From an optimization exercise on the open Yosys and OpenROAD flow, aimed at small area and a short achievable clock period; shortcuts taken in it are not production practice. The RTL was checked by simulation tests, not by an equivalence proof against the original design. No driver is modelled on the clock port, so clocking that relies on it looks cheaper here than on a real chip. Power figures rest on the tool's default switching activity, not on a simulated workload.

==> v26 <==
==> flow/design.v <==
package imem_pkg;
  localparam logic [31:0] NOP_WORD_DEFAULT = 32'h0000_0000;
endpackage
module imem_ram #(
  parameter int unsigned DATA_W = 32,
  parameter int unsigned DEPTH  = 128
) (
  input  logic              clk_i,
  input  logic [DEPTH-1:0]  we_i,      
  input  logic [DATA_W-1:0] wdata_i,
  input  logic              hold_i,    
  input  logic [DEPTH-1:0]  rsel_i,    
  output logic [DATA_W-1:0] rdata_o
);
  localparam int unsigned N1 = (DEPTH + 2) / 3;    
  localparam int unsigned N2 = (N1 + 3) / 4;       
  localparam int unsigned N3 = (N2 + 3) / 4;       
  logic [DEPTH-1:0][DATA_W-1:0] mem_q;
  logic [DATA_W-1:0]            rdata_d, rdata_q;
  for (genvar w = 0; w < DEPTH; w++) begin : g_word
    always_ff @(posedge clk_i) begin
      if (we_i[w]) mem_q[w] <= wdata_i;
    end
  end
  logic [N1-1:0][DATA_W-1:0] l1;
  logic [N2-1:0][DATA_W-1:0] l2;
  logic [N3-1:0][DATA_W-1:0] l3;
  for (genvar g = 0; g < N1; g++) begin : g_l1
    if (3 * g + 2 < DEPTH) begin : g_3
      imem_aoi3 #(.W(DATA_W)) u_aoi (
        .s0(rsel_i[3*g]), .s1(rsel_i[3*g+1]), .s2(rsel_i[3*g+2]),
        .d0(mem_q[3*g]),  .d1(mem_q[3*g+1]),  .d2(mem_q[3*g+2]),
        .y (l1[g])
      );
    end else if (3 * g + 1 < DEPTH) begin : g_2
      imem_aoi2 #(.W(DATA_W)) u_aoi (
        .s0(rsel_i[3*g]), .s1(rsel_i[3*g+1]),
        .d0(mem_q[3*g]),  .d1(mem_q[3*g+1]),
        .y (l1[g])
      );
    end else begin : g_1
      imem_nand #(.W(DATA_W), .N(2)) u_nand (
        .a ({{DATA_W{rsel_i[3*g]}}, mem_q[3*g]}),
        .y (l1[g])
      );
    end
  end
  for (genvar g = 0; g < N2; g++) begin : g_l2
    localparam int unsigned K = (4 * g + 4 <= N1) ? 4 : N1 - 4 * g;
    imem_nand #(.W(DATA_W), .N(K)) u_nand (
      .a (l1[4*g +: K]),
      .y (l2[g])
    );
  end
  for (genvar g = 0; g < N3; g++) begin : g_l3
    localparam int unsigned K = (4 * g + 4 <= N2) ? 4 : N2 - 4 * g;
    imem_nor #(.W(DATA_W), .N(K)) u_nor (
      .a (l2[4*g +: K]),
      .y (l3[g])
    );
  end
  imem_rdout #(.W(DATA_W), .N(N3)) u_out (
    .a    (l3),
    .hold (hold_i),
    .q    (rdata_q),
    .y    (rdata_d)
  );
  always_ff @(posedge clk_i) begin
    rdata_q <= rdata_d;
  end
  assign rdata_o = rdata_q;
endmodule
module imem_aoi3 #(
  parameter int unsigned W = 32
) (
  input  logic         s0, s1, s2,
  input  logic [W-1:0] d0, d1, d2,
  output logic [W-1:0] y
);
  assign y = ~(({W{s0}} & d0) | ({W{s1}} & d1) | ({W{s2}} & d2));
endmodule
module imem_aoi2 #(
  parameter int unsigned W = 32
) (
  input  logic         s0, s1,
  input  logic [W-1:0] d0, d1,
  output logic [W-1:0] y
);
  assign y = ~(({W{s0}} & d0) | ({W{s1}} & d1));
endmodule
module imem_nand #(
  parameter int unsigned W = 32,
  parameter int unsigned N = 4
) (
  input  logic [N-1:0][W-1:0] a,
  output logic [W-1:0]        y
);
  always_comb begin
    y = '1;
    for (int i = 0; i < N; i++) y &= a[i];
    y = ~y;
  end
endmodule
module imem_nor #(
  parameter int unsigned W = 32,
  parameter int unsigned N = 4
) (
  input  logic [N-1:0][W-1:0] a,
  output logic [W-1:0]        y
);
  always_comb begin
    y = '0;
    for (int i = 0; i < N; i++) y |= a[i];
    y = ~y;
  end
endmodule
module imem_rdout #(
  parameter int unsigned W = 32,
  parameter int unsigned N = 3
) (
  input  logic [N-1:0][W-1:0] a,
  input  logic                hold,
  input  logic [W-1:0]        q,
  output logic [W-1:0]        y
);
  always_comb begin
    y = ~({W{hold}} & q);
    for (int i = 0; i < N; i++) y &= a[i];
    y = ~y;
  end
endmodule
module imem_pipe (
  input  logic        clk,
  input  logic        rst_n,
  input  logic        fetch_req,
  input  logic [31:0] fetch_pc,
  output logic        fetch_ready,
  input  logic        stall,
  input  logic        flush,
  output logic        instr_valid,
  output logic [31:0] instr,
  output logic [31:0] instr_pc,
  output logic        fault,
  input  logic        load_en,
  input  logic [29:0] load_addr,
  input  logic [31:0] load_data,
  output logic        load_err,
  output logic        busy
);
  localparam int unsigned DEPTH = 128;
  logic [7:0]   cnt_q;
  logic         run_rdy_q, busy_q;
  logic         valid_q, fault_q, load_err_q;
  logic [31:0]  pc_q;
  logic         run, accept, fetch_bad, load_oob, load_ok;
  logic [DEPTH-1:0] we, rsel;
  logic [31:0]  wdata;
  assign run       = cnt_q[7];
  assign fetch_bad = (fetch_pc[1:0] != 2'b00) || (fetch_pc[31:9] != '0);
  assign load_oob  = (load_addr[29:7] != '0);
  assign load_ok   = run & load_en & ~load_oob;
  assign fetch_ready = run_rdy_q & ~stall & ~flush & ~load_en;
  assign accept      = fetch_req & fetch_ready;
  always_comb begin
    for (int w = 0; w < DEPTH; w++) begin
      we[w]   = ~run | (load_ok & (load_addr[6:0] == 7'(w)));
      rsel[w] = ~stall & ~fetch_bad & (fetch_pc[8:2] == 7'(w));
    end
  end
  assign wdata = run ? load_data : imem_pkg::NOP_WORD_DEFAULT;
  always_ff @(posedge clk) begin
    if (!rst_n) begin
      cnt_q      <= '0;
      run_rdy_q  <= 1'b0;
      busy_q     <= 1'b1;
      valid_q    <= 1'b0;
      fault_q    <= 1'b0;
      load_err_q <= 1'b0;
    end else begin
      if (!run) cnt_q <= cnt_q + 8'd1;
      if (&cnt_q[6:0]) begin
        run_rdy_q <= 1'b1;
        busy_q    <= 1'b0;
      end
      load_err_q <= run & load_en & load_oob;
      if (run) begin
        if (flush) begin
          valid_q <= 1'b0;
          fault_q <= 1'b0;
        end else if (!stall) begin
          valid_q <= accept;
          fault_q <= accept & fetch_bad;
        end
      end
    end
  end
  always_ff @(posedge clk) begin
    if (!stall) pc_q <= fetch_pc;
  end
  imem_ram #(
    .DATA_W (32),
    .DEPTH  (DEPTH)
  ) u_ram (
    .clk_i   (clk),
    .we_i    (we),
    .wdata_i (wdata),
    .hold_i  (stall),
    .rsel_i  (rsel),
    .rdata_o (instr)
  );
  assign instr_valid = valid_q;
  assign instr_pc    = pc_q;
  assign fault       = fault_q;
  assign load_err    = load_err_q;
  assign busy        = busy_q;
endmodule
==> flow/flow/run.sh <==
#!/bin/bash
# The standard layout, with a greedy sizing pass on the worst setup paths after CTS.
set -euo pipefail
W=$(pwd)
bash standard.sh POST_CTS_TCL="$W/flow/post_cts.tcl" finish > "$W/standard_flow.log" 2>&1
==> flow/flow/gsize.tcl <==
# Greedy sizing of cells on the worst setup paths: try each same-function drive strength.
proc gs_family {master} {
  if {[regexp {^(sky130_fd_sc_hd__[a-z0-9]+)_([0-9]+)$} $master -> fam drv]} { return $fam }
  return ""
}
proc gs_cands {fam} {
  set out {}
  foreach lc [get_lib_cells ${fam}_*] {
    set n [get_name $lc]
    if {[regexp "^${fam}_\[0-9\]+\$" $n]} { lappend out $n }
  }
  return $out
}
proc gs_run {npaths maxiter} {
  set dont {sky130_fd_sc_hd__clkbuf sky130_fd_sc_hd__clkinv sky130_fd_sc_hd__clkinvlp}
  for {set it 0} {$it < $maxiter} {incr it} {
    set ws0 [sta::worst_slack_cmd max]
    set improved 0
    set names {}
    foreach path [find_timing_paths -path_delay max -group_path_count $npaths -sort_by_slack] {
      foreach pt [get_property $path points] {
        set pin [get_property $pt pin]
        if {[get_property $pin direction] ne "output"} continue
        set inst [get_cells -quiet -of_objects $pin]
        if {$inst eq ""} continue
        set iname [get_full_name $inst]
        if {[lsearch -exact $names $iname] < 0} { lappend names $iname }
      }
    }
    foreach iname $names {
        set inst [get_cells $iname]
        set m [get_property $inst ref_name]
        set fam [gs_family $m]
        if {$fam eq "" || [lsearch -exact $dont $fam] >= 0} continue
        set best $m; set bestws [sta::worst_slack_cmd max]
        foreach c [gs_cands $fam] {
          if {$c eq $m} continue
          replace_cell $inst $c
          set w [sta::worst_slack_cmd max]
          if {$w > $bestws + 1e-12} { set best $c; set bestws $w }
        }
        replace_cell $inst $best
        if {$best ne $m} { incr improved; puts "GS $iname $m -> $best ws [format %.3f $bestws]" }
    }
    set ws1 [sta::worst_slack_cmd max]
    puts "GS iter $it ws $ws0 -> $ws1 changes $improved"
    if {$improved == 0} break
  }
}
==> flow/flow/post_cts.tcl <==
# After CTS: greedy drive-strength sizing of the cells on the worst setup paths, then
# legalize the placement again.
source [file join [file dirname [info script]] gsize.tcl]
estimate_parasitics -placement
report_worst_slack -max
gs_run 20 40
detailed_placement
check_placement -verbose
estimate_parasitics -placement
report_worst_slack -max
report_design_area
==> flow/standard.sh <==
#!/bin/bash
# synth_recipe.tcl (not shown) runs the flow's synth.tcl, then flattens the netlist and writes it again
# the make line also repeats each setting of config.mk as NAME=value (left out here)
make -C /OpenROAD-flow-scripts/flow DESIGN_CONFIG=/design/flow/config.mk WORK_HOME=/design/flow/orfs CLKGATE_MAP_FILE= SYNTH_SCRIPT=/design/flow/synth_recipe.tcl "${@:-finish}"
==> flow/config.mk <==
export PLATFORM = sky130hd
export DESIGN_NAME = imem_pipe
export DESIGN_NICKNAME = imem_pipe
export VERILOG_FILES = /design/flow/design.v
export SDC_FILE = /design/flow/constraint.sdc
export NUM_CORES = 4
export LEC_CHECK = 0
export CAP_MARGIN = 20
export CORE_MARGIN = 2
export CORE_UTILIZATION = 55
export CTS_CLUSTER_DIAMETER = 100
export CTS_CLUSTER_SIZE = 30
export SETUP_SLACK_MARGIN = 1.0
export SLEW_MARGIN = 20
export SYNTH_HIERARCHICAL = 1
export SYNTH_MINIMUM_KEEP_SIZE = 0
==> flow/constraint.sdc <==
create_clock -name core_clock -period 3.8 [get_ports {clk}]
set_input_delay 0.7600 -clock core_clock [delete_from_list [all_inputs] [get_ports {clk}]]
set_output_delay 0.7600 -clock core_clock [all_outputs]
set_load 0.01 [all_outputs]
==> inputs of v4, as changes to v26 <==
==> flow/design.v, changed modules only <==
module imem_ram #(
  parameter int unsigned DATA_W = 32,
  parameter int unsigned DEPTH  = 128
) (
  input  logic              clk_i,
  input  logic [DEPTH-1:0]  we_i,      
  input  logic [DATA_W-1:0] wdata_i,
  input  logic              re_i,
  input  logic [DEPTH-1:0]  rsel_i,    
  output logic [DATA_W-1:0] rdata_o
);
  logic [DATA_W-1:0] mem_q [DEPTH];
  logic [DATA_W-1:0] rdata_d, rdata_q;
  for (genvar w = 0; w < DEPTH; w++) begin : g_word
    always_ff @(posedge clk_i) begin
      if (we_i[w]) mem_q[w] <= wdata_i;
    end
  end
  always_comb begin
    rdata_d = '0;
    for (int w = 0; w < DEPTH; w++) rdata_d |= {DATA_W{rsel_i[w]}} & mem_q[w];
  end
  always_ff @(posedge clk_i) begin
    if (re_i) rdata_q <= rdata_d;
  end
  assign rdata_o = rdata_q;
endmodule
module imem_pipe (
  input  logic        clk,
  input  logic        rst_n,
  input  logic        fetch_req,
  input  logic [31:0] fetch_pc,
  output logic        fetch_ready,
  input  logic        stall,
  input  logic        flush,
  output logic        instr_valid,
  output logic [31:0] instr,
  output logic [31:0] instr_pc,
  output logic        fault,
  input  logic        load_en,
  input  logic [29:0] load_addr,
  input  logic [31:0] load_data,
  output logic        load_err,
  output logic        busy
);
  localparam int unsigned DEPTH = 128;
  logic [7:0]   cnt_q;
  logic         valid_q, fault_q, load_err_q;
  logic [31:0]  pc_q;
  logic         run, accept, fetch_bad, load_oob, load_ok;
  logic [DEPTH-1:0] we, rsel;
  logic [31:0]  wdata;
  assign run       = cnt_q[7];
  assign fetch_bad = (fetch_pc[1:0] != 2'b00) || (fetch_pc[31:9] != '0);
  assign load_oob  = (load_addr[29:7] != '0);
  assign load_ok   = run & load_en & ~load_oob;
  assign fetch_ready = run & ~stall & ~flush & ~load_en;
  assign accept      = fetch_req & fetch_ready;
  always_comb begin
    for (int w = 0; w < DEPTH; w++) begin
      we[w]   = ~run | (load_ok & (load_addr[6:0] == 7'(w)));
      rsel[w] = ~fetch_bad & (fetch_pc[8:2] == 7'(w));
    end
  end
  assign wdata = run ? load_data : imem_pkg::NOP_WORD_DEFAULT;
  always_ff @(posedge clk) begin
    if (!rst_n) begin
      cnt_q      <= '0;
      valid_q    <= 1'b0;
      fault_q    <= 1'b0;
      load_err_q <= 1'b0;
    end else begin
      if (!run) cnt_q <= cnt_q + 8'd1;
      load_err_q <= run & load_en & load_oob;
      if (run) begin
        if (flush) begin
          valid_q <= 1'b0;
          fault_q <= 1'b0;
        end else if (!stall) begin
          valid_q <= accept;
          fault_q <= accept & fetch_bad;
        end
      end
    end
  end
  always_ff @(posedge clk) begin
    if (!stall) pc_q <= fetch_pc;
  end
  imem_ram #(
    .DATA_W (32),
    .DEPTH  (DEPTH)
  ) u_ram (
    .clk_i   (clk),
    .we_i    (we),
    .wdata_i (wdata),
    .re_i    (~stall),
    .rsel_i  (rsel),
    .rdata_o (instr)
  );
  assign instr_valid = valid_q;
  assign instr_pc    = pc_q;
  assign fault       = fault_q;
  assign load_err    = load_err_q;
  assign busy        = ~run;
endmodule
// module imem_aoi3 removed
// module imem_aoi2 removed
// module imem_nand removed
// module imem_nor removed
// module imem_rdout removed
==> flow/run.sh (new file) <==
#!/bin/bash
# synth_recipe.tcl (not shown) runs the flow's synth.tcl, then flattens the netlist and writes it again
# the make line also repeats each setting of config.mk as NAME=value (left out here)
make -C /OpenROAD-flow-scripts/flow DESIGN_CONFIG=/design/flow/config.mk WORK_HOME=/design/flow/orfs CLKGATE_MAP_FILE= SYNTH_SCRIPT=/design/flow/synth_recipe.tcl finish
==> flow/config.mk (replaced) <==
export PLATFORM = sky130hd
export DESIGN_NAME = imem_pipe
export DESIGN_NICKNAME = imem_pipe
export VERILOG_FILES = /design/flow/design.v
export SDC_FILE = /design/flow/constraint.sdc
export NUM_CORES = 4
export LEC_CHECK = 0
export CAP_MARGIN = 20
export CORE_MARGIN = 2
export CORE_UTILIZATION = 40
export SLEW_MARGIN = 20
removed: flow/flow/run.sh
removed: flow/flow/gsize.tcl
removed: flow/flow/post_cts.tcl
removed: flow/standard.sh
==> inputs of v2, as changes to v26 <==
==> flow/run.sh (new file) <==
#!/bin/bash
# synth_recipe.tcl (not shown) runs the flow's synth.tcl, then flattens the netlist and writes it again
# the make line also repeats each setting of config.mk as NAME=value (left out here)
make -C /OpenROAD-flow-scripts/flow DESIGN_CONFIG=/design/flow/config.mk WORK_HOME=/design/flow/orfs CLKGATE_MAP_FILE= SYNTH_SCRIPT=/design/flow/synth_recipe.tcl finish
--- a/flow/config.mk
+++ b/flow/config.mk
@@ -12,3 +12,3 @@
 export CTS_CLUSTER_SIZE = 30
-export SETUP_SLACK_MARGIN = 1.0
+export SETUP_SLACK_MARGIN = 1.6
 export SLEW_MARGIN = 20
removed: flow/flow/run.sh
removed: flow/flow/gsize.tcl
removed: flow/flow/post_cts.tcl
removed: flow/standard.sh
==> results.txt <==
item	v4	v2	v26
Result of the run	failed layout checks	timing/DRC/antenna clean	timing/DRC/antenna clean
Violated checks	setup timing	-	-
Post-Synthesis Net Count	8448	7024	7024
RSZ-0062 raised after global routing	no	yes	yes
Clock latency on the worst-skew pair	1010 ps	860 ps	860 ps
Worst setup path start	fetch_pc[8]	fetch_pc[22]	fetch_pc[7]
First drt pass iteration count	7	14	10
Overall routing resource usage	25.7%	33.7%	33.7%
Worst-case register-to-register setup slack	500 ps	890 ps	1090 ps
Hold-fix buffers at CTS	0	0	-
Horizontal die dimension	623 um	524 um	524 um
Fraction of layout instances using a drive strength above 1	21.1%	28.3%	26.3%
Met3 usage	5.75%	5.66%	5.76%
Min-delay src	fetch_pc[5]	fetch_pc[29]	fetch_pc[27]
Total Negative Setup Slacks	-194 ps	0 ps	0 ps
Antenna violations before repair	28	24	20
Power density over the cells	481 mW/mm^2	401 mW/mm^2	406 mW/mm^2
Number of synthesized flops with an enable pin	4160	4128	4128
Worst Skew	56.4 ps	36.2 ps	34.4 ps
Post-placement cell area	0.174 mm^2	0.169 mm^2	0.169 mm^2
Non-CTS buffers	1336	1820	1713
Sink of the worst hold path	pc_q[5]	pc_q[29]	pc_q[27]
Area grow syn2layout	22.0%	20.1%	18.7%
Net Sw Power	18.0 mW	13.5 mW	13.5 mW
CTS clock-pin slew for the worst setup and hold paths	60 ps	110 ps	120 ps
Data arrival, critical path	4580 ps	4480 ps	4240 ps

[what the ideal ports hide]
How much do the figures lean on ideal ports? The routed layouts below were timed once more, with nothing changed but the port constraints.
Step 1 (the two cells are an assumption about what drives the block):
set clk [get_ports {clk}]
set_driving_cell -lib_cell sky130_fd_sc_hd__clkbuf_16 $clk
set_driving_cell -lib_cell sky130_fd_sc_hd__buf_2 [delete_from_list [all_inputs] $clk]
Step 2 also shifts input and output timing later by t, the mid clock arrival at the registers, as if the neighbouring blocks saw the same clock.
a / b / c = ideal / step 1 / step 2; a / b = the first two.
| run | t (ns) | setup slack, ns | hold WS [ns] |
|---|---|---|---|
| v26 | 0.936 | 0.253 / 0.297 / -0.639 | 0.085 / 0.036 / 0.465 |
| v4 | 1.082 | -0.108 / -0.039 / -1.121 | 0.273 / 0.202 / 0.524 |
| v2 | 0.950 | 0.020 / 0.070 / -0.880 | 0.076 / 0.022 / 0.463 |
Met with ideal ports but missed after step 2: setup timing in v26 and v2. For v4, which loses most, drivers alone change the setup slack by +0.069 ns; drivers and shift together by -1.013 ns.
